Context: an optimization exercise on an open-source flow, tuned for small area, a short achievable clock period and few clock cycles per item. The choices shown serve that exercise and are no tape-out recipe.
The RTL was checked by simulation tests, not by an equivalence proof against the original design.

// systolic_mm_top
module systolic_mm_top (
   input  logic         clk,
   input  logic         rst,
   input  logic         in_valid,
   output logic         in_ready,
   input  logic [31:0]  a_col,
   input  logic [31:0]  b_row,
   output logic         out_valid,
   input  logic         out_ready,
   output logic [287:0] c,
   output logic         busy
);
For scale: roughly 4900 cells after synthesis, about 410 flip-flops, ~49000 um2 of cells after synthesis.
clock: 7.0 ns
lec_check: 0
cap_margin: 20
core_margin: 2
core_utilization: 80
setup_slack_margin: 3
slew_margin: 20
standard.sh (not shown) runs the stock make flow with config.mk's settings and CLKGATE_MAP_FILE= SYNTH_SCRIPT=/design/flow/synth_recipe.tcl, a recipe that flattens the netlist after the stock synthesis.
==> flow/flow/run.sh <==
#!/bin/bash
# Own layout flow: the standard ORFS flow, with the port buffers that
# placement inserts on every input and output made plain buf_2 cells instead
# of the delay buffers the standard choice picks. Every tool's output goes to
# a log file of its own here (ORFS's per-step logs stay under orfs/logs).
set -euo pipefail
export BUFFER_PORTS_ARGS="-buffer_cell sky130_fd_sc_hd__buf_2"
bash standard.sh synth > synth.log 2>&1
bash standard.sh > layout.log 2>&1
Testbench counts at the start, summed over its fixed seeds: cycles 1,552, matrices 384.
Next try:
--- a/flow/config.mk
+++ b/flow/config.mk
@@ -10,2 +10,2 @@
-export CORE_UTILIZATION = 80
-export SETUP_SLACK_MARGIN = 3
+export CORE_UTILIZATION = 75
+export SETUP_SLACK_MARGIN = 2.75
The new run ran to the end with no violations.
Utilization decreases by 5.9 points.
Final area decreases slightly.
Sequential share of layout area increases by 0.11 points.
Final cell count increases slightly.
Count of clock-buffer cells in the layout increases by 6.
Synthesized cell count is unchanged.
Worst setup slack degrades by 240 ps.
Next try:
--- a/flow/config.mk
+++ b/flow/config.mk
@@ -11 +11 @@
-export SETUP_SLACK_MARGIN = 2.75
+export SETUP_SLACK_MARGIN = 3.25
Effect:
- sequential cell count stays the same
- hold slack improved by 5.8 ps
- cell count grows by 2.2%
- wire length grows by 18%
Next try:
--- a/flow/flow/run.sh
+++ b/flow/flow/run.sh
@@ -3 +3 @@
-# placement inserts on every input and output made plain buf_2 cells instead
+# placement inserts on every input and output made plain buf_1 cells instead
@@ -7 +7 @@
-export BUFFER_PORTS_ARGS="-buffer_cell sky130_fd_sc_hd__buf_2"
+export BUFFER_PORTS_ARGS="-buffer_cell sky130_fd_sc_hd__buf_1"
--- a/flow/config.mk
+++ b/flow/config.mk
@@ -11 +11,3 @@
-export SETUP_SLACK_MARGIN = 3.25
+export CTS_BUF_LIST = sky130_fd_sc_hd__clkbuf_8
+export CTS_CLUSTER_SIZE = 30
+export SETUP_SLACK_MARGIN = 3
Effect: Final area falls by 7.9%; flip-flop and latch count does not change; hold slack loses 15 ps.


Another version of the RTL of systolic_mm_top (not shown whole).
For scale: about 410 flip-flops, roughly 50,000 um2 of cells after synthesis.
// systolic_mm_top
module systolic_mm_top (
   input  logic         clk,
   input  logic         rst,
   input  logic         in_valid,
   output logic         in_ready,
   input  logic [31:0]  a_col,
   input  logic [31:0]  b_row,
   output logic         out_valid,
   input  logic         out_ready,
   output logic [287:0] c,
   output logic         busy
);
   systolic_mm_engine u_engine (
      .clk       (clk),
      .rst       (rst),
      .in_valid  (in_valid),
      .in_ready  (in_ready),
      .a_col     (a_col),
      .b_row     (b_row),
      .out_valid (out_valid),
      .out_ready (out_ready),
      .c         (c),
      .busy      (busy)
   );
endmodule
export LEC_CHECK = 0
export CAP_MARGIN = 20
export CORE_MARGIN = 2
export CORE_UTILIZATION = 60
export SETUP_SLACK_MARGIN = 3
export SLEW_MARGIN = 20
create_clock -name core_clock -period 7.0 [get_ports {clk}]
==> flow/flow/run.sh <==
#!/bin/bash
# Own layout flow: the standard ORFS flow, with the port buffers that
# placement inserts on every input and output made plain buf_2 cells instead
# of the delay buffers the standard choice picks. Every tool's output goes to
# a log file of its own here (ORFS's per-step logs stay under orfs/logs).
set -euo pipefail
export BUFFER_PORTS_ARGS="-buffer_cell sky130_fd_sc_hd__buf_2"
bash standard.sh synth > synth.log 2>&1
bash standard.sh > layout.log 2>&1
The first run passed the timing, DRC and antenna checks.
Testbench counts at the start, summed over its fixed seeds: cycles 1,552, matrices 384.
==> next run, changes <==
--- a/flow/flow/run.sh
+++ b/flow/flow/run.sh
@@ -3 +3 @@
-# placement inserts on every input and output made plain buf_2 cells instead
+# placement inserts on every input and output made plain buf_1 cells instead
@@ -7 +7 @@
-export BUFFER_PORTS_ARGS="-buffer_cell sky130_fd_sc_hd__buf_2"
+export BUFFER_PORTS_ARGS="-buffer_cell sky130_fd_sc_hd__buf_1"
Settings changed: CORE_UTILIZATION 60 to 75.
After rerunning: The changed run completed with no timing, DRC or antenna violations. Critical path depth decreases by 1. Routed wire length drops by 2.9%. Worst setup slack is worse by 0.023 ns. Via count goes up by 3.5%. Worst hold slack improves by 0.017 ns. Clock skew went up by 0.017 ns. Synthesized cell count stays the same.
==> next run, changes <==
==> flow/run.sh (new file) <==
#!/bin/bash
# synth_recipe.tcl (not shown) runs the flow's synth.tcl, then flattens the netlist and writes it again
# the make line also repeats each setting of config.mk as NAME=value (left out here)
make -C /OpenROAD-flow-scripts/flow DESIGN_CONFIG=/design/flow/config.mk WORK_HOME=/design/flow/orfs CLKGATE_MAP_FILE= SYNTH_SCRIPT=/design/flow/synth_recipe.tcl finish
Settings changed: CORE_UTILIZATION 75 to 60.
removed: flow/flow/run.sh
removed: flow/standard.sh
Effect:
- The changed run completed with no timing, DRC or antenna violations
- final area is higher by a few percent
- worst setup slack gets worse by 0.028 ns
- worst hold slack improves by 0.0076 ns
- wire length climbs by a few percent
- via count is lower by a few percent
- clock skew fell by 0.021 ns
- synthesized cell count is unchanged
- first-iteration DRC count went down by a quarter to a third
==> next run, changes <==
==> flow/flow/run.sh (new file) <==
#!/bin/bash
# Own layout flow: the standard ORFS flow, with the port buffers that
# placement inserts on every input and output made plain buf_2 cells instead
# of the delay buffers the standard choice picks. Every tool's output goes to
# a log file of its own here (ORFS's per-step logs stay under orfs/logs).
set -euo pipefail
export BUFFER_PORTS_ARGS="-buffer_cell sky130_fd_sc_hd__buf_2"
bash standard.sh synth > synth.log 2>&1
bash standard.sh > layout.log 2>&1
==> flow/standard.sh (new file) <==
#!/bin/bash
# synth_recipe.tcl (not shown) runs the flow's synth.tcl, then flattens the netlist and writes it again
# the make line also repeats each setting of config.mk as NAME=value (left out here)
make -C /OpenROAD-flow-scripts/flow DESIGN_CONFIG=/design/flow/config.mk WORK_HOME=/design/flow/orfs CLKGATE_MAP_FILE= SYNTH_SCRIPT=/design/flow/synth_recipe.tcl "${@:-finish}"
Settings changed: CAP_MARGIN 20 to 5, CORE_UTILIZATION 60 to 75, SLEW_MARGIN 20 to 5.
removed: flow/run.sh
After rerunning:
- core utilization came out higher by 13 points
- wire length goes down by a few percent

[what the ideal ports hide]
How much do the figures lean on ideal ports? The routed layouts below were timed once more, with nothing changed but the port constraints. Step 1 assumes that a clkbuf_16 drives the clock port and a buf_2 every other input. Step 2 times the ports against the registers' clock, not the clock port: input delays grow and output delays shrink by t, the midpoint of the rising clock arrivals with the driver on. a / b / c = ideal ports / drivers / drivers and shift; a / b = the first two.
run | t, ns | setup WS [ns] | slew at the worst register clock pin (ns)
the first run of note 1 | 0.681 | 3.001 / 2.978 / 3.001 | 0.07 / 0.07
the second run of note 1 | 0.682 | 2.764 / 2.764 / 2.764 | 0.06 / 0.06
the third run of note 1 | 0.695 | 3.099 / 3.053 / 3.099 | 0.07 / 0.07
the fourth run of note 1 | 0.764 | 3.053 / 2.986 / 3.059 | 0.07 / 0.07
the first run of note 2 | 0.697 | 3.011 / 3.011 / 3.011 | 0.07 / 0.07
the second run of note 2 | 0.689 | 2.988 / 2.988 / 2.988 | 0.07 / 0.07
the third run of note 2 | 0.679 | 2.960 / 2.888 / 3.063 | 0.07 / 0.07
the fourth run of note 2 | 0.691 | 2.989 / 2.979 / 2.989 | 0.06 / 0.06
After both steps setup and hold are still met in every run listed.
